From an optimization exercise on the open Yosys and OpenROAD flow, aimed at small area and a short achievable clock period; shortcuts taken in it are not production practice.
Only simulation tests tie the RTL to the original design; equivalence was not proved.
Power is estimated from default activity; no workload was simulated.

`design/flow/config.mk`:
```
export PLATFORM = sky130hd
export DESIGN_NAME = cciChannel
export DESIGN_NICKNAME = cciChannel
export VERILOG_FILES = /design/flow/design.v
export SDC_FILE = /design/flow/constraint.sdc
export NUM_CORES = 4
export LEC_CHECK = 0
export CAP_MARGIN = 20
export CORE_MARGIN = 2
export CORE_UTILIZATION = 40
export PLACE_DENSITY = 0.6
export SLEW_MARGIN = 20
```
`design/flow/constraint.sdc`:
```
create_clock -name core_clock -period 7.5 [get_ports {clk}]
set_input_delay 1.5000 -clock core_clock [delete_from_list [all_inputs] [get_ports {clk}]]
set_output_delay 1.5000 -clock core_clock [all_outputs]
set_load 0.01 [all_outputs]
```
`design/flow/design.v`:
```
`timescale 1ns/10ps
package ccPkg;
	parameter int CellCount = 16;
	parameter int WordWidth = 32;
	parameter int VoltWidth = WordWidth / 2;
	parameter int CouplingY = 8;
	parameter int CouplingXY = 3;
	parameter int CouplingShift = 6;
	parameter int SinkCredits = 2;
endpackage
`timescale 1ns/10ps
module wordLineLoader #(
	parameter int WordLinesPerBlock = 8192
) (
	input logic clk,
	input logic reset,
	input logic inValid,
	input logic [ccPkg::CellCount*ccPkg::WordWidth-1:0] inWords,
	output logic laneValid,
	output logic [ccPkg::CellCount*ccPkg::VoltWidth-1:0] laneVictim,
	output logic [ccPkg::CellCount*ccPkg::VoltWidth-1:0] laneStepSelf,
	output logic [ccPkg::CellCount*ccPkg::VoltWidth-1:0] laneStepLeft,
	output logic [ccPkg::CellCount*ccPkg::VoltWidth-1:0] laneStepRight
);
	localparam int CellCount = ccPkg::CellCount;
	localparam int WordWidth = ccPkg::WordWidth;
	localparam int VoltWidth = ccPkg::VoltWidth;
	localparam int CountWidth = $clog2(WordLinesPerBlock);
	logic [CountWidth-1:0] wordCount;
	logic lastWordLine;
	logic laneValidQ;
	logic [VoltWidth-1:0] presentVolt [CellCount];
	logic [VoltWidth-1:0] previousVolt [CellCount];
	logic [VoltWidth-1:0] clampedStep [CellCount];
	logic [VoltWidth-1:0] step [CellCount];
	logic [VoltWidth-1:0] inProgrammed [CellCount];
	logic [VoltWidth-1:0] inInitVolt [CellCount];
	assign lastWordLine = (wordCount == CountWidth'(WordLinesPerBlock - 1));
	always_comb
	begin
		for (int c = 0; c < CellCount; c++)
		begin
			inProgrammed[c] = inWords[c*WordWidth+VoltWidth +: VoltWidth];
			inInitVolt[c] = inWords[c*WordWidth +: VoltWidth];
			if (inProgrammed[c] > inInitVolt[c])
				clampedStep[c] = inProgrammed[c] - inInitVolt[c];
			else
				clampedStep[c] = '0;
		end
	end
	always_ff @(posedge clk or posedge reset)
	begin
		if (reset)
		begin
			wordCount <= '0;
			laneValidQ <= 1'b0;
			for (int c = 0; c < CellCount; c++)
				presentVolt[c] <= '0;
		end
		else
		begin
			laneValidQ <= inValid;
			if (inValid)
			begin
				for (int c = 0; c < CellCount; c++)
					presentVolt[c] <= inProgrammed[c];
				wordCount <= lastWordLine ? '0 : wordCount + 1'b1;
			end
		end
	end
	always_ff @(posedge clk)
	begin
		if (inValid)
		begin
			for (int c = 0; c < CellCount; c++)
			begin
				previousVolt[c] <= presentVolt[c];
				step[c] <= (wordCount == '0) ? '0 : clampedStep[c];
			end
		end
	end
	assign laneValid = laneValidQ;
	for (genvar c = 0; c < CellCount; c++)
	begin : gLane
		assign laneVictim[c*VoltWidth +: VoltWidth] = previousVolt[c];
		assign laneStepSelf[c*VoltWidth +: VoltWidth] = step[c];
		if (c == 0)
		begin : gLeftEdge
			assign laneStepLeft[c*VoltWidth +: VoltWidth] = '0;
		end
		else
		begin : gLeft
			assign laneStepLeft[c*VoltWidth +: VoltWidth] = step[c-1];
		end
		if (c == CellCount - 1)
		begin : gRightEdge
			assign laneStepRight[c*VoltWidth +: VoltWidth] = '0;
		end
		else
		begin : gRight
			assign laneStepRight[c*VoltWidth +: VoltWidth] = step[c+1];
		end
	end
endmodule
`timescale 1ns/10ps
module couplingCell (
	input logic clk,
	input logic reset,
	input logic laneValid,
	input logic [ccPkg::VoltWidth-1:0] victim,
	input logic [ccPkg::VoltWidth-1:0] stepSelf,
	input logic [ccPkg::VoltWidth-1:0] stepLeft,
	input logic [ccPkg::VoltWidth-1:0] stepRight,
	output logic cellValid,
	output logic [ccPkg::VoltWidth-1:0] cellVth
);
	localparam int VoltWidth = ccPkg::VoltWidth;
	localparam int CouplingY = ccPkg::CouplingY;
	localparam int CouplingXY = ccPkg::CouplingXY;
	localparam int CouplingShift = ccPkg::CouplingShift;
	localparam int SumWidth = VoltWidth + 4;
	localparam int TotalWidth = VoltWidth + 1;
	logic [SumWidth-1:0] weighted;
	logic [SumWidth-1:0] shifted;
	logic [TotalWidth-1:0] total;
	always_comb
	begin
		weighted = SumWidth'(stepSelf) * SumWidth'(CouplingY)
			+ (SumWidth'(stepLeft) + SumWidth'(stepRight)) * SumWidth'(CouplingXY);
		shifted = weighted >> CouplingShift;
		total = {1'b0, victim} + TotalWidth'(shifted);
	end
	always_ff @(posedge clk or posedge reset)
	begin
		if (reset)
			cellValid <= 1'b0;
		else
			cellValid <= laneValid;
	end
	always_ff @(posedge clk)
	begin
		if (laneValid)
		begin
			if (total[VoltWidth])
				cellVth <= '1;
			else
				cellVth <= total[VoltWidth-1:0];
		end
	end
endmodule
`timescale 1ns/10ps
module vthCollector #(
	parameter int FifoDepth = 4
) (
	input logic clk,
	input logic reset,
	input logic [ccPkg::CellCount-1:0] cellValid,
	input logic [ccPkg::CellCount*ccPkg::VoltWidth-1:0] cellVth,
	output logic outValid,
	output logic [ccPkg::CellCount*ccPkg::VoltWidth-1:0] outVth,
	input logic outCredit,
	output logic inCredit
);
	localparam int CellCount = ccPkg::CellCount;
	localparam int VoltWidth = ccPkg::VoltWidth;
	localparam int SinkCredits = ccPkg::SinkCredits;
	localparam int LineBits = CellCount * VoltWidth;
	localparam int PtrWidth = (FifoDepth > 1) ? $clog2(FifoDepth) : 1;
	localparam int FillWidth = $clog2(FifoDepth + 1);
	localparam int CreditWidth = $clog2(SinkCredits + 1);
	logic [LineBits-1:0] fifoMem [FifoDepth];
	logic [PtrWidth-1:0] wrPtr;
	logic [PtrWidth-1:0] rdPtr;
	logic [FillWidth-1:0] fill;
	logic [CreditWidth-1:0] credits;
	logic push;
	logic pop;
	logic fifoEmpty;
	logic fifoFull;
	logic [PtrWidth-1:0] wrPtrNext;
	logic [PtrWidth-1:0] rdPtrNext;
	assign wrPtrNext = (wrPtr == PtrWidth'(FifoDepth - 1)) ? '0 : wrPtr + 1'b1;
	assign rdPtrNext = (rdPtr == PtrWidth'(FifoDepth - 1)) ? '0 : rdPtr + 1'b1;
	assign push = &cellValid;
	assign fifoEmpty = (fill == '0);
	assign fifoFull = (fill == FillWidth'(FifoDepth));
	assign pop = !fifoEmpty && (credits != '0);
	assign outValid = pop;
	assign inCredit = pop;
	assign outVth = fifoMem[rdPtr];
	always_ff @(posedge clk)
	begin
		if (push)
			fifoMem[wrPtr] <= cellVth;
	end
	always_ff @(posedge clk or posedge reset)
	begin
		if (reset)
		begin
			wrPtr <= '0;
			rdPtr <= '0;
			fill <= '0;
			credits <= CreditWidth'(SinkCredits);
		end
		else
		begin
			if (push)
				wrPtr <= wrPtrNext;
			if (pop)
				rdPtr <= rdPtrNext;
			case ({push, pop})
				2'b10: fill <= fill + 1'b1;
				2'b01: fill <= fill - 1'b1;
				default: fill <= fill;
			endcase
			case ({pop, outCredit})
				2'b10: credits <= credits - 1'b1;
				2'b01: credits <= credits + 1'b1;
				default: credits <= credits;
			endcase
		end
	end
endmodule
`timescale 1ns/10ps
module cciChannel #(
	parameter int WordLinesPerBlock = 8192,
	parameter int FifoDepth = 4
) (
	input logic clk,
	input logic reset,
	input logic inValid,
	input logic [ccPkg::CellCount*ccPkg::WordWidth-1:0] inWords,
	output logic inCredit,
	output logic outValid,
	output logic [ccPkg::CellCount*ccPkg::VoltWidth-1:0] outVth,
	input logic outCredit
);
	localparam int CellCount = ccPkg::CellCount;
	localparam int VoltWidth = ccPkg::VoltWidth;
	localparam int LineBits = CellCount * VoltWidth;
	logic laneValid;
	logic [LineBits-1:0] laneVictim;
	logic [LineBits-1:0] laneStepSelf;
	logic [LineBits-1:0] laneStepLeft;
	logic [LineBits-1:0] laneStepRight;
	logic [CellCount-1:0] cellValid;
	logic [LineBits-1:0] cellVth;
	wordLineLoader #(
		.WordLinesPerBlock(WordLinesPerBlock)
	) i_loader (
		.clk(clk),
		.reset(reset),
		.inValid(inValid),
		.inWords(inWords),
		.laneValid(laneValid),
		.laneVictim(laneVictim),
		.laneStepSelf(laneStepSelf),
		.laneStepLeft(laneStepLeft),
		.laneStepRight(laneStepRight)
	);
	for (genvar c = 0; c < CellCount; c++)
	begin : gCell
		couplingCell i_cell (
			.clk(clk),
			.reset(reset),
			.laneValid(laneValid),
			.victim(laneVictim[c*VoltWidth +: VoltWidth]),
			.stepSelf(laneStepSelf[c*VoltWidth +: VoltWidth]),
			.stepLeft(laneStepLeft[c*VoltWidth +: VoltWidth]),
			.stepRight(laneStepRight[c*VoltWidth +: VoltWidth]),
			.cellValid(cellValid[c]),
			.cellVth(cellVth[c*VoltWidth +: VoltWidth])
		);
	end
	vthCollector #(
		.FifoDepth(FifoDepth)
	) i_collector (
		.clk(clk),
		.reset(reset),
		.cellValid(cellValid),
		.cellVth(cellVth),
		.outValid(outValid),
		.outVth(outVth),
		.outCredit(outCredit),
		.inCredit(inCredit)
	);
endmodule
```
`design/flow/run.sh`:
```
#!/bin/bash
# synth_recipe.tcl (not shown) runs the flow's synth.tcl, then flattens the netlist and writes it again
# the make line also repeats each setting of config.mk as NAME=value (left out here)
make -C /OpenROAD-flow-scripts/flow DESIGN_CONFIG=/design/flow/config.mk WORK_HOME=/design/flow/orfs CLKGATE_MAP_FILE= SYNTH_SCRIPT=/design/flow/synth_recipe.tcl finish
```
==> summary.txt <==
cell families after synthesis:
family / count (synthesis)
AO/OA/AOI/OAI: 1686
XOR/XNOR: 709
adder cells (fa/ha/maj): 1280
buffers and inverters: 1064
flip-flops: 2072
multiplexers: 537
AND/OR/NAND/NOR: 2213
synth_stat cells (all sizes together) (149+ instances only):
| cell | number | share of area |
|---|---|---|
| fa | 215 | 0.036 |
| dfrtp | 279 | 0.059 |
| nand2b | 150 | 0.0079 |
| nand2 | 542 | 0.017 |
| a21o | 325 | 0.020 |
| ha | 1065 | 0.11 |
| o21ai | 377 | 0.016 |
| a21oi | 423 | 0.018 |
| xnor2 | 363 | 0.027 |
| edfxtp | 1792 | 0.45 |
| nor3 | 244 | 0.010 |
| nor2b | 149 | 0.0078 |
| xor2 | 346 | 0.025 |
| mux2 | 273 | 0.026 |
| mux4 | 256 | 0.048 |
| nor2 | 660 | 0.021 |
| inv | 939 | 0.030 |
final timing paths:
path | start | endpoint | slack [ns] | depth (start not counted)
max reg2reg | i_loader.step[4][1] | gCell[5].i_cell.cellVth[15] | 0.43 | 29
min in group asynchronous | reset | i_loader.presentVolt[13][0] | 1.13 | 2
max in group asynchronous | reset | i_loader.presentVolt[7][2] | 5.03 | 3
min | i_loader.presentVolt[0][2] | i_loader.previousVolt[0][2] | 0.42 | 0
max | i_loader.step[4][1] | gCell[5].i_cell.cellVth[15] | 0.43 | 29
min reg2reg | i_loader.presentVolt[0][2] | i_loader.previousVolt[0][2] | 0.42 | 0
worst max-delay path, delay by kind of cell, from the launching register on:
kind                       cells  cell delay, ns
muxes                          1            0.26
DFF                            1            0.60
xor gates and xnor gates       1            0.22
buffers and inverters          4            0.60
adders and majority gates      4            1.51
and+or+nand+nor                5            0.74
AOI/OAI and AO/OA             14            2.86
through the flow:
| step | std cells | hold slack [ns] | area [um^2] | utilization |
|---|---|---|---|---|
| floorplan | 9561 | 0.421 | 119000 | - |
| global placement | 14217 | 0.425 | 132000 | 0.445 |
| detailed placement | 14217 | 0.428 | 132000 | 0.445 |
| CTS | 14634 | 0.427 | 140000 | 0.471 |
| global route | 14661 | 0.443 | 140000 | 0.472 |
| finish | 14662 | 0.423 | 140000 | 0.472 |
sequential cells by signal, indices dropped and copies added (netlist names), 2 cells and up:
signal and cells:
gCell.i_cell.cellVth 256, i_collector.credits 2, i_collector.fifoMem 1024, i_collector.fill 3, i_collector.rdPtr 2, i_collector.wrPtr 2, i_loader.presentVolt 256, i_loader.previousVolt 256
i_loader.step 256, i_loader.wordCount 13
metal layers:
metal  wire length [um]  global-route usage  up-vias  share of wire
li1                   -                   -    36943              -
met1             147000               0.295    38729           0.45
met2             154000               0.347     2088           0.46
met3              18500              0.0331      475          0.056
met4              11600              0.0753        6          0.035
met5                 38                   0        -        0.00011
where the power goes:
group | switching [mW] | leakage (nW) | internal, mW
Sequential | 1.73 | 20.3 | 17.8
Clock | 4.80 | 3.70 | 6.73
Combinational | 24.7 | 33.2 | 18.6
area by class of cell:
type | instances | area (um^2)
multi-input combinational | 6425 | 54300
tap | 3939 | 4930
clock inverter | 139 | 1660
sequential | 2072 | 60800
timing repair buffer | 847 | 8630
clock buffer | 278 | 5980
fill | 26347 | 157000
antenna | 23 | 57.6
inverter | 939 | 3530
repair_timing:
action                                  CTS  global route
endpoints found under the setup margin    0            20
hold endpoints to repair                  0             0
setup buffers                             0             4
gates resized for setup                   0             8
==> summary.md <==
| Metric | Value |
|---|---|
| Largest net degree at the start of global routing | 145 |
| Hold-fix buffers at CTS | 0 |
| CP startpoint kind | flop |
| Portion of netlist area occupied by mux cells | 0.0749 |
| # rows | 200 |
| Critical path peak fanout | 16 |
| Grt ovf | 0 |
| Top cell by count, worst path | a21o_1 |
| Worst setup margin | 0.428 ns |
| Final Max Tran Viols | 0 |
| Yosys reg bits | 2072 |
| Yosys cell types | 73 |
| Unrepaired setup endpoints after global routing | no |
| Clock Sinks | 2072 |
| Starting Density | 0.401 |
| Gr usage total | 0.215 |
| Most common cell after layout, fill and taps aside | edfxtp_1 |
| First-pass GRT wire length | just under 500000 um |
| Clock root buffer | clkbuf_16 |
| Complex-gate fraction of the synthesized area | 0.0917 |
| Most frequent cells in the layout | 1792 x edfxtp_1, 1065 x ha_1, 937 x inv_1 |
| Reg clk slew, reported paths | about 0.070 ns |
| Iteration-0 DRC count of the detailed router | 6133 |
| Hold Fails Final Rpt | 0 |
| Worst Hold Class | flop to flop |
| Die Width | 549 um |
| Number of max-cap violations | 0 |
| Required @ worst endpoint | 8.13 ns |
| Die area | 302000 um^2 |
| Highest cell delay on the worst timing path | roughly 0.6 ns |
| Xor/xnor share of the synthesized area | 0.0522 |
| DR pass1 iterations | 5 |
| Pleak | 57.2 nW |
| Async S/R FF share, synth | 0.135 |
| Bufs on Longest Clock Path | 4 |
| Worst Tran Pin Value | 1.01 ns |
| Layout area overhead | 17.5% |
| Worst Setup End Kind | flop |
| Setup TNS | 0 ns |
| GPL Wtd Cong | ~0.9 |
| Top-level I/O count | 774 |
| Port Buf Inserts | around 770 |
| Highest clock rate | 0.141 GHz |
| Syn nets | 11357 |
| Synth Area in Simple Gates | 0.0885 |
| Antenna violations before repair | 51 |
| Synth Cell Area | 119000 um^2 |
| Peak VDD IR | roughly 0.36 mV |
| Chip Height | 549 um |
| Detailed Place HPWL | 253000 um |
| Routed wire length per instance | about 23 um |
| Critical Path AT | 7.70 ns |
| Status | no timing/DRC/antenna violations |
| Overall Power | approximately 74 mW |
| Yosys warnings | 9 |
| Avg Vias per Cell | 5.34 |
| Slowest stage cell, crit path | edfxtp_1 |
| Main combinational cell family by area after synthesis | adder cells |
| Top FF cell, synth | edfxtp_1 |
| Post-synthesis adder-cell area fraction | 0.148 |
| Sequential area share after synthesis | 0.511 |
| CORE AREA | 297000 um^2 |
| # DRC | 0 |
| Final-stage net count | 12305 |
| CTS H-tree lvls | 4 |
| Syn_area_per_cell | 12.4 um^2 |
| Worst skew pair latency | between 0.9 and 1 ns |
| DR vias | 78241 |
| Dpl ws | between 0.3 and 0.4 ns |
| Period utilization | 0.943 |
| Setup Viol. Count Final | 0 |
| CTS tree | built |
| Power Dens Cells | 531 nW/um^2 |
| Vias in the first global route | approximately 80000 |
| Final wirelength | ~330000 um |
| Antenna Nets Post-Route | 0 |
| Number of synthesized flops with an enable pin | ~1800 |
| Worst clock skew | 0.0560 ns |
| Kind of critical path | flop to flop |
| Cells after Synth | 9561 |
| Minimum clock period | 7.07 ns |
| Slew headroom | 0.325 |
| Cts bufs inserted | 224 |
| Layout cells sized above 1 | 0.0955 |

==> afterwards: timing with drivers on the ports <==
No port has a modelled driver above. Below, the same layout with a new extraction and two added sets of constraints.
Step 1 sets driving cells, clkbuf_16 on the clock port and buf_2 on the other inputs (assumed; they add their load-dependent delay and slew).
Step 2 moves the port delays by t, midway between the first and last clock arrival at a register: inputs arrive t later, outputs are due t later. That takes back most of the time a late clock gives input paths.
Slacks: no drivers / after step 1 / after step 2; pairs: no drivers / after step 1.
shift t [ns]: 0.972
slack for setup (ns): 0.428 / 0.428 / 0.428
clock arrival spread, ns: 0.059 / 0.059
After both steps setup and hold are still met in this run. The setup slack of this run moves by 0.000 ns with the drivers and by 0.000 ns with both steps.
